Context: an optimization exercise on an open-source flow, tuned for small area and a short achievable clock period. The choices shown serve that exercise and are no tape-out recipe. In this exercise RTL edits were held to simulation tests only and were not proved equivalent to the original. Power figures rest on the tool's default switching activity, not on a simulated workload.

==> flow/design.v <==
package rdq_pkg;
  localparam int unsigned DEPTH  = 256;
  localparam int unsigned AW     = 8;
  localparam int unsigned FW     = 9;
  localparam int unsigned KIND_W = 2;
  localparam int unsigned CHAR_W = 8;
  localparam int unsigned POS_W  = 10;
  localparam int unsigned STAT_W = 2;
  localparam int unsigned LEN_W  = 11;
endpackage
module rdq_store (
  input  logic            clk,
  input  logic [15:0]     wf_hi,
  input  logic [15:0]     wf_lo,
  input  logic [15:0]     wb_hi,
  input  logic [15:0]     wb_lo,
  input  logic [7:0]      wdata,
  input  logic [3:0][3:0] rsel,
  input  logic            rd_en,
  output logic [7:0]      rdata
);
  logic [7:0] mem [rdq_pkg::DEPTH];
  for (genvar i = 0; i < rdq_pkg::DEPTH; i++) begin : g_row
    logic we;
    assign we = (wf_hi[i / 16] & wf_lo[i % 16]) | (wb_hi[i / 16] & wb_lo[i % 16]);
    always_ff @(posedge clk) begin
      if (we) mem[i] <= wdata;
    end
  end
  logic [63:0][7:0] lv1;
  logic [15:0][7:0] lv2;
  logic [3:0][7:0]  lv3;
  logic [3:0][7:0]  lv3_q;
  logic [3:0]       top_q;
  always_ff @(posedge clk) begin
    lv3_q <= lv3;
    top_q <= rsel[3] & {4{rd_en}};
  end
  always_comb begin
    for (int q = 0; q < 64; q++) begin
      lv1[q] = '0;
      for (int k = 0; k < 4; k++) lv1[q] = lv1[q] | (mem[4 * q + k] & {8{rsel[0][k]}});
    end
    for (int q = 0; q < 16; q++) begin
      lv2[q] = '0;
      for (int k = 0; k < 4; k++) lv2[q] = lv2[q] | (lv1[4 * q + k] & {8{rsel[1][k]}});
    end
    for (int q = 0; q < 4; q++) begin
      lv3[q] = '0;
      for (int k = 0; k < 4; k++) lv3[q] = lv3[q] | (lv2[4 * q + k] & {8{rsel[2][k]}});
    end
    rdata = '0;
    for (int k = 0; k < 4; k++) rdata = rdata | (lv3_q[k] & {8{top_q[k]}});
  end
endmodule
module rdq_ctrl (
  input  logic                         clk,
  input  logic                         rst,
  input  logic                         start,
  input  logic [1:0]                   kind,
  input  logic [9:0]                   position,
  output logic [15:0]                  wf_hi,     
  output logic [15:0]                  wf_lo,     
  output logic [15:0]                  wb_hi,     
  output logic [15:0]                  wb_lo,     
  output logic [3:0][3:0]              rsel,      
  output logic                         rd_ok,
  output logic [1:0]                   status_now,
  output logic [8:0]                   fill_now
);
  logic [7:0] head;    
  logic [7:0] back;    
  logic [8:0] fill;
  logic       rev;
  logic [7:0] rbase;   
  logic       full;
  logic [7:0] head_dec;
  logic       is_push, is_read, phys_back, push_ok;
  assign full     = fill[8];
  assign head_dec = head - 8'd1;
  assign is_push  = kind[0] ^ kind[1];
  assign is_read  = kind[0] & kind[1];
  assign phys_back = kind[1] ^ rev;
  assign push_ok  = is_push & ~full;
  logic k1, k2;
  assign k1 = start & kind[0] & ~kind[1];
  assign k2 = start & kind[1] & ~kind[0];
  always_comb begin
    for (int h = 0; h < 16; h++) begin
      wf_hi[h] = (k1 & ~full & ~rev & (head_dec[7:4] == 4'(h))) |
                 (k2 & ~full &  rev & (head_dec[7:4] == 4'(h)));
      wb_hi[h] = (k1 & ~full &  rev & (back[7:4] == 4'(h))) |
                 (k2 & ~full & ~rev & (back[7:4] == 4'(h)));
      wf_lo[h] = (head_dec[3:0] == 4'(h));
      wb_lo[h] = (back[3:0] == 4'(h));
    end
  end
  logic [3:0][3:0]  pd_oh, dsum, dgt;
  logic [3:0][3:0][3:0] dtab;
  logic [3:0]       dgen, dprop;
  logic [3:0]       dcar;
  always_comb begin
    for (int i = 0; i < 4; i++) begin
      for (int m = 0; m < 4; m++) begin
        pd_oh[i][m] = (position[2*i +: 2] == 2'(m));
        for (int k = 0; k < 4; k++) begin
          dtab[i][k][m] = rev ? (rbase[2*i +: 2] == 2'((k + m + 1) & 3))
                              : (rbase[2*i +: 2] == 2'((k - m) & 3));
        end
        dgt[i][m] = rev ? (rbase[2*i +: 2] > 2'(m)) : (rbase[2*i +: 2] > 2'(3 - m));
      end
      for (int k = 0; k < 4; k++) begin
        dsum[i][k] = |(pd_oh[i] & dtab[i][k]);
      end
      dgen[i]  = |(pd_oh[i] & dgt[i]);
      dprop[i] = dsum[i][3];
    end
    dcar[0] = 1'b0;
    dcar[1] = dgen[0];
    dcar[2] = dgen[1] | (dprop[1] & dgen[0]);
    dcar[3] = dgen[2] | (dprop[2] & dgen[1]) | (dprop[2] & dprop[1] & dgen[0]);
    for (int i = 0; i < 4; i++) begin
      for (int k = 0; k < 4; k++) begin
        rsel[i][k] = dcar[i] ? dsum[i][(k - 1) & 3] : dsum[i][k];
      end
    end
  end
  logic [3:0] dlt, deq;
  logic       pos_lt;
  always_comb begin
    for (int i = 0; i < 4; i++) begin
      dlt[i] = (position[2*i +: 2] < fill[2*i +: 2]);
      deq[i] = (position[2*i +: 2] == fill[2*i +: 2]);
    end
    pos_lt = dlt[3] | (deq[3] & dlt[2]) | (deq[3] & deq[2] & dlt[1]) |
             (deq[3] & deq[2] & deq[1] & dlt[0]);
  end
  assign rd_ok = is_read & ~position[9] & ~position[8] & (full | pos_lt);
  always_comb begin
    status_now = 2'd0;
    if (is_push & full) status_now = 2'd1;
    if (is_read & ~rd_ok) status_now = 2'd2;
  end
  assign fill_now = push_ok ? fill + 9'd1 : fill;
  logic [7:0] head_nx, back_nx;
  logic       rev_nx;
  always_comb begin
    head_nx = head;
    back_nx = back;
    rev_nx  = rev;
    if (kind == 2'd0) rev_nx = ~rev;
    if (push_ok) begin
      if (phys_back) back_nx = back + 8'd1;
      else           head_nx = head_dec;
    end
  end
  always_ff @(posedge clk) begin
    if (rst) begin
      head  <= '0;
      back  <= '0;
      fill  <= '0;
      rev   <= 1'b0;
      rbase <= '0;
    end else if (start) begin
      fill  <= fill_now;
      head  <= head_nx;
      back  <= back_nx;
      rev   <= rev_nx;
      rbase <= rev_nx ? back_nx : head_nx;
    end
  end
endmodule
module reversible_deque (
  input  logic                         clk,
  input  logic                         rst,
  input  logic                         start,
  output logic                         busy,
  input  logic [rdq_pkg::KIND_W-1:0]   kind,
  input  logic [rdq_pkg::CHAR_W-1:0]   char_in,
  input  logic [rdq_pkg::POS_W-1:0]    position,
  output logic                         done,
  output logic [rdq_pkg::CHAR_W-1:0]   data_out,
  output logic [rdq_pkg::STAT_W-1:0]   status,
  output logic [rdq_pkg::LEN_W-1:0]    length
);
  logic [15:0] wf_hi, wf_lo, wb_hi, wb_lo;
  logic [3:0][3:0] rsel;
  logic        rd_ok;
  logic [1:0]  status_now;
  logic [8:0]  fill_now;
  logic [7:0]  rdata;
  logic [1:0]  status_q;
  logic [8:0]  length_q;
  assign busy = 1'b0;
  rdq_ctrl u_ctrl (
    .clk        (clk),
    .rst        (rst),
    .start      (start),
    .kind       (kind),
    .position   (position),
    .wf_hi      (wf_hi),
    .wf_lo      (wf_lo),
    .wb_hi      (wb_hi),
    .wb_lo      (wb_lo),
    .rsel       (rsel),
    .rd_ok      (rd_ok),
    .status_now (status_now),
    .fill_now   (fill_now)
  );
  rdq_store u_store (
    .clk   (clk),
    .wf_hi (wf_hi),
    .wf_lo (wf_lo),
    .wb_hi (wb_hi),
    .wb_lo (wb_lo),
    .wdata (char_in),
    .rsel  (rsel),
    .rd_en (rd_ok),
    .rdata (rdata)
  );
  always_ff @(posedge clk) begin
    if (rst) done <= 1'b0;
    else     done <= start;
  end
  always_ff @(posedge clk) begin
    status_q <= status_now;
    length_q <= fill_now;
  end
  assign data_out = rdata;
  assign status   = status_q;
  assign length   = {2'b00, length_q};
endmodule
clock: 6.0 ns
lec_check: 0
cap_margin: 20
core_margin: 2
core_utilization: 60
cts_buf_list: sky130_fd_sc_hd__clkbuf_4 sky130_fd_sc_hd__clkbuf_8
cts_cluster_size: 30
setup_slack_margin: 3.0
slew_margin: 20
tns_end_percent: 5
standard.sh (not shown) runs the stock make flow with config.mk's settings and CLKGATE_MAP_FILE= SYNTH_SCRIPT=/design/flow/synth_recipe.tcl, a recipe that flattens the netlist after the stock synthesis.
==> flow/flow/run.sh <==
#!/bin/bash
export BUFFER_PORTS_ARGS="-buffer_cell sky130_fd_sc_hd__buf_4"
bash standard.sh > standard.log 2>&1
The starting point completed without violations.
==> next run, changes <==
--- a/flow/design.v
+++ b/flow/design.v
@@ -28,16 +28,12 @@
     end
   end
   logic [63:0][7:0] lv1;
   logic [15:0][7:0] lv2;
   logic [3:0][7:0]  lv3;
-  logic [3:0][7:0]  lv3_q;
-  logic [3:0]       top_q;
-  always_ff @(posedge clk) begin
-    lv3_q <= lv3;
-    top_q <= rsel[3] & {4{rd_en}};
-  end
+  logic [3:0]       top_sel;
+  assign top_sel = rsel[3] & {4{rd_en}};
   always_comb begin
     for (int q = 0; q < 64; q++) begin
       lv1[q] = '0;
       for (int k = 0; k < 4; k++) lv1[q] = lv1[q] | (mem[4 * q + k] & {8{rsel[0][k]}});
     end
@@ -48,11 +44,11 @@
     for (int q = 0; q < 4; q++) begin
       lv3[q] = '0;
       for (int k = 0; k < 4; k++) lv3[q] = lv3[q] | (lv2[4 * q + k] & {8{rsel[2][k]}});
     end
     rdata = '0;
-    for (int k = 0; k < 4; k++) rdata = rdata | (lv3_q[k] & {8{top_q[k]}});
+    for (int k = 0; k < 4; k++) rdata = rdata | (lv3[k] & {8{top_sel[k]}});
   end
 endmodule
 module rdq_ctrl (
   input  logic                         clk,
   input  logic                         rst,
@@ -187,10 +183,11 @@
   logic [3:0][3:0] rsel;
   logic        rd_ok;
   logic [1:0]  status_now;
   logic [8:0]  fill_now;
   logic [7:0]  rdata;
+  logic [7:0]  data_q;
   logic [1:0]  status_q;
   logic [8:0]  length_q;
   assign busy = 1'b0;
   rdq_ctrl u_ctrl (
     .clk        (clk),
@@ -221,12 +218,13 @@
   always_ff @(posedge clk) begin
     if (rst) done <= 1'b0;
     else     done <= start;
   end
   always_ff @(posedge clk) begin
+    data_q   <= rdata;
     status_q <= status_now;
     length_q <= fill_now;
   end
-  assign data_out = rdata;
+  assign data_out = data_q;
   assign status   = status_q;
   assign length   = {2'b00, length_q};
 endmodule
=> Power shrinks by a few percent; non-clock buffer count went up by 161; clock power falls by a few percent; routed wire length decreases by a few percent; worst hold slack barely changes.

==> what the ideal ports hide <==
No port has a modelled driver above. Below, the same layouts with a new extraction and two added sets of constraints. Step 1, drivers: a clkbuf_16 drives clk and a buf_2 each remaining input, both assumed. Step 2 times the ports against the registers' clock, not the clock port: input delays grow and output delays shrink by t, the midpoint of the rising clock arrivals with the driver on. Slacks: no drivers / after step 1 / after step 2; pairs: no drivers / after step 1.
run	shift t [ns]	setup WS [ns]	worst setup path after step 2	latest minus earliest clock arrival (ns)
the first run	1.083	2.574 / 2.502 / 1.774	input to register	0.051 / 0.051
the second run	1.081	2.419 / 2.419 / 1.414	input to register	0.069 / 0.069
After both steps setup and hold are still met in every run listed. For the second run, which loses most, drivers alone change the setup slack by 0.000 ns; drivers and shift together by -1.005 ns.
